This is an optimization exercise on Yosys and OpenROAD, whose aim is small area, not a production implementation.
The RTL was checked by simulation tests, not by an equivalence proof against the original design.
Power is estimated from default activity; no workload was simulated.

== alpha ==
// multicycle_processor
module multicycle_processor
(
  input  logic              Clock,
  input  logic              Resetn,
  input  logic              Run,
  output logic              Done,
  output logic [multicycle_processor_pkg::DATA_W-1:0] BusWires,
  output logic [2:0]        Tstep,
  output logic [multicycle_processor_pkg::DATA_W-1:0] Rx_data,
  output logic [multicycle_processor_pkg::DATA_W-1:0] Ry_data,
  output logic [multicycle_processor_pkg::ADDR_W-1:0] MemAddr,
  output logic [multicycle_processor_pkg::DATA_W-1:0] MemWData,
  output logic              MemWrite,
  input  logic [multicycle_processor_pkg::DATA_W-1:0] MemRData
);
Size: ~570 cells after synthesis, roughly 95 I/O pins, ~7600 um^2 of cells after synthesis.
Settings: LEC_CHECK=0, CAP_MARGIN=10, CORE_MARGIN=2, CORE_UTILIZATION=65, GPL_TIMING_DRIVEN=0, SLEW_MARGIN=10; clock period 10.0 ns.
standard.sh (not shown) runs the stock make flow with config.mk's settings and CLKGATE_MAP_FILE= SYNTH_SCRIPT=/design/flow/synth_recipe.tcl, a recipe that flattens the netlist after the stock synthesis.
==> flow/flow/run.sh <==
#!/bin/bash
# Standard ORFS layout (standard.sh's make line) with: ABC mapping for area,
# every cell first swapped to its smallest drive strength, port buffers of
# buf_1, and a clock tree of small clock buffers without dummy loads.
set -uo pipefail
HERE=$(pwd)
export FLOW_SYNTH_TCL=$HERE/synth_recipe.tcl
export FLOW_ABC_SCRIPT=$HERE/flow/abc_area.script
export BUFFER_PORTS_ARGS="-buffer_cell sky130_fd_sc_hd__buf_1"
export CTS_ARGS="-sink_clustering_enable -repair_clock_nets -dont_use_dummy_load -buf_list {sky130_fd_sc_hd__clkbuf_4 sky130_fd_sc_hd__clkbuf_8}"
export POST_FLOORPLAN_TCL=$HERE/flow/downsize.tcl
sed -e "s#SYNTH_SCRIPT=[^ ]*#SYNTH_SCRIPT=$HERE/flow/synth.tcl#" standard.sh > $HERE/standard_own.sh
bash $HERE/standard_own.sh > $HERE/standard_flow.log 2>&1
==> flow/flow/abc_area.script <==
&get -n
&st
&dch
&nf -R 1000
&st
&syn2
&if -g -K 6
&synch2
&nf -R 1000
&st
&syn2
&if -g -K 6
&synch2
&nf -R 1000
&put
topo
dnsize -c
==> flow/flow/downsize.tcl <==
# Swap each standard cell for the smallest-area cell of the same family
# (same function and pins, other drive strength). Timing repair later in the
# flow sizes back up wherever the 10 ns clock or slew/cap limits need it.
set db [ord::get_db]
set block [[$db getChip] getBlock]
set saved 0.0
set n 0
foreach inst [$block getInsts] {
  set m [$inst getMaster]
  set name [$m getName]
  if {![regexp {^(sky130_fd_sc_hd__[a-z0-9]+)_([0-9]+)$} $name -> base drive]} { continue }
  if {[string match "*tap*" $base] || [string match "*fill*" $base] || [string match "*decap*" $base] || [string match "*conb*" $base]} { continue }
  set area [expr {[$m getWidth] * [$m getHeight]}]
  set best $name
  set barea $area
  foreach d {0 1 2 3 4 6 8 12 16} {
    set c ${base}_$d
    if {$c eq $name} { continue }
    set cm [$db findMaster $c]
    if {$cm eq "NULL" || $cm eq ""} { continue }
    set ca [expr {[$cm getWidth] * [$cm getHeight]}]
    if {$ca < $barea} { set best $c; set barea $ca }
  }
  if {$best ne $name} {
    replace_cell [$inst getName] $best
    set saved [expr {$saved + ($area - $barea) / 1.0e6}]
    incr n
  }
}
puts "downsize: replaced $n cells, saved $saved um^2"
==> flow/flow/synth.tcl <==
# The standard flow's synthesis (synth_recipe.tcl: ORFS synthesis without fsm/share, then
# flatten and rename) with ABC mapping the logic by an area-oriented script.
proc abc {args} {
  set i [lsearch $args -script]
  if {$i >= 0} { lset args [expr {$i + 1}] $::env(FLOW_ABC_SCRIPT) }
  yosys abc {*}$args
}
source $::env(FLOW_SYNTH_TCL)
alpha reached the final stage; the timing, design-rule and antenna checks on its layout passed.
The following lists how beta was set up differently from alpha:
Settings: setting PLACE_DENSITY to 0.9 for the first time; changing CAP_MARGIN from 10 to 0; removing GPL_TIMING_DRIVEN (formerly 0); changing SLEW_MARGIN from 10 to 0.
==> flow/flow/abc_area.script <==
&get -n
&st
&dch
&nf -R 1000 -p
&st
&syn2
&if -g -K 6
&synch2
&nf -R 1000 -p
&st
&syn2
&if -g -K 6
&synch2
&nf -R 1000 -p
&st
&dch
&nf -R 1000 -p
&put
topo
dnsize -c
## What came out
beta: all stages complete, timing, DRC and antenna checks passed
Diff alpha -> beta | met3 layer wire length in the routed design | down by a little under 10%
Any difference in number of maximum-capacitance constraint violations between beta and alpha is small enough to ignore.
alpha has a higher post-route clock period utilization than beta.
Maximum ir drop on the vdd rail went down by more than 10% going from alpha to beta.
beta ended up with a higher sequential share of layout area than alpha did.
beta does better than alpha on worst hold margin.
Looking at number of non-clock buffers, beta sits about 15% lower than alpha does.

==> separate check: timing with driven ports <==
The flow's constraints put no driver on any port. The routed layouts listed below were extracted and timed again, unchanged, in two steps. Step 1: set_driving_cell puts a clkbuf_16 on Clock and a buf_2 on each other input, an assumption about the parent block. Step 2, shift: input delay + t, output delay - t, t = (earliest + latest rising clock arrival at the registers) / 2. This alone moves slack from input paths to output paths. Slacks: ideal / step 1 / step 2; pairs: ideal / step 1.
run	shift t [ns]	slack for setup (ns)	worst register clock-pin slew, ns	worst slew at a driven data input, ns	pins driven straight from the clock port
alpha	0.482	0.943 / 0.904 / 1.386	0.08 / 0.08	0.04	1
beta	0.494	1.238 / 1.199 / 1.693	0.09 / 0.09	0.04	1
After both steps setup and hold are still met in every run listed.
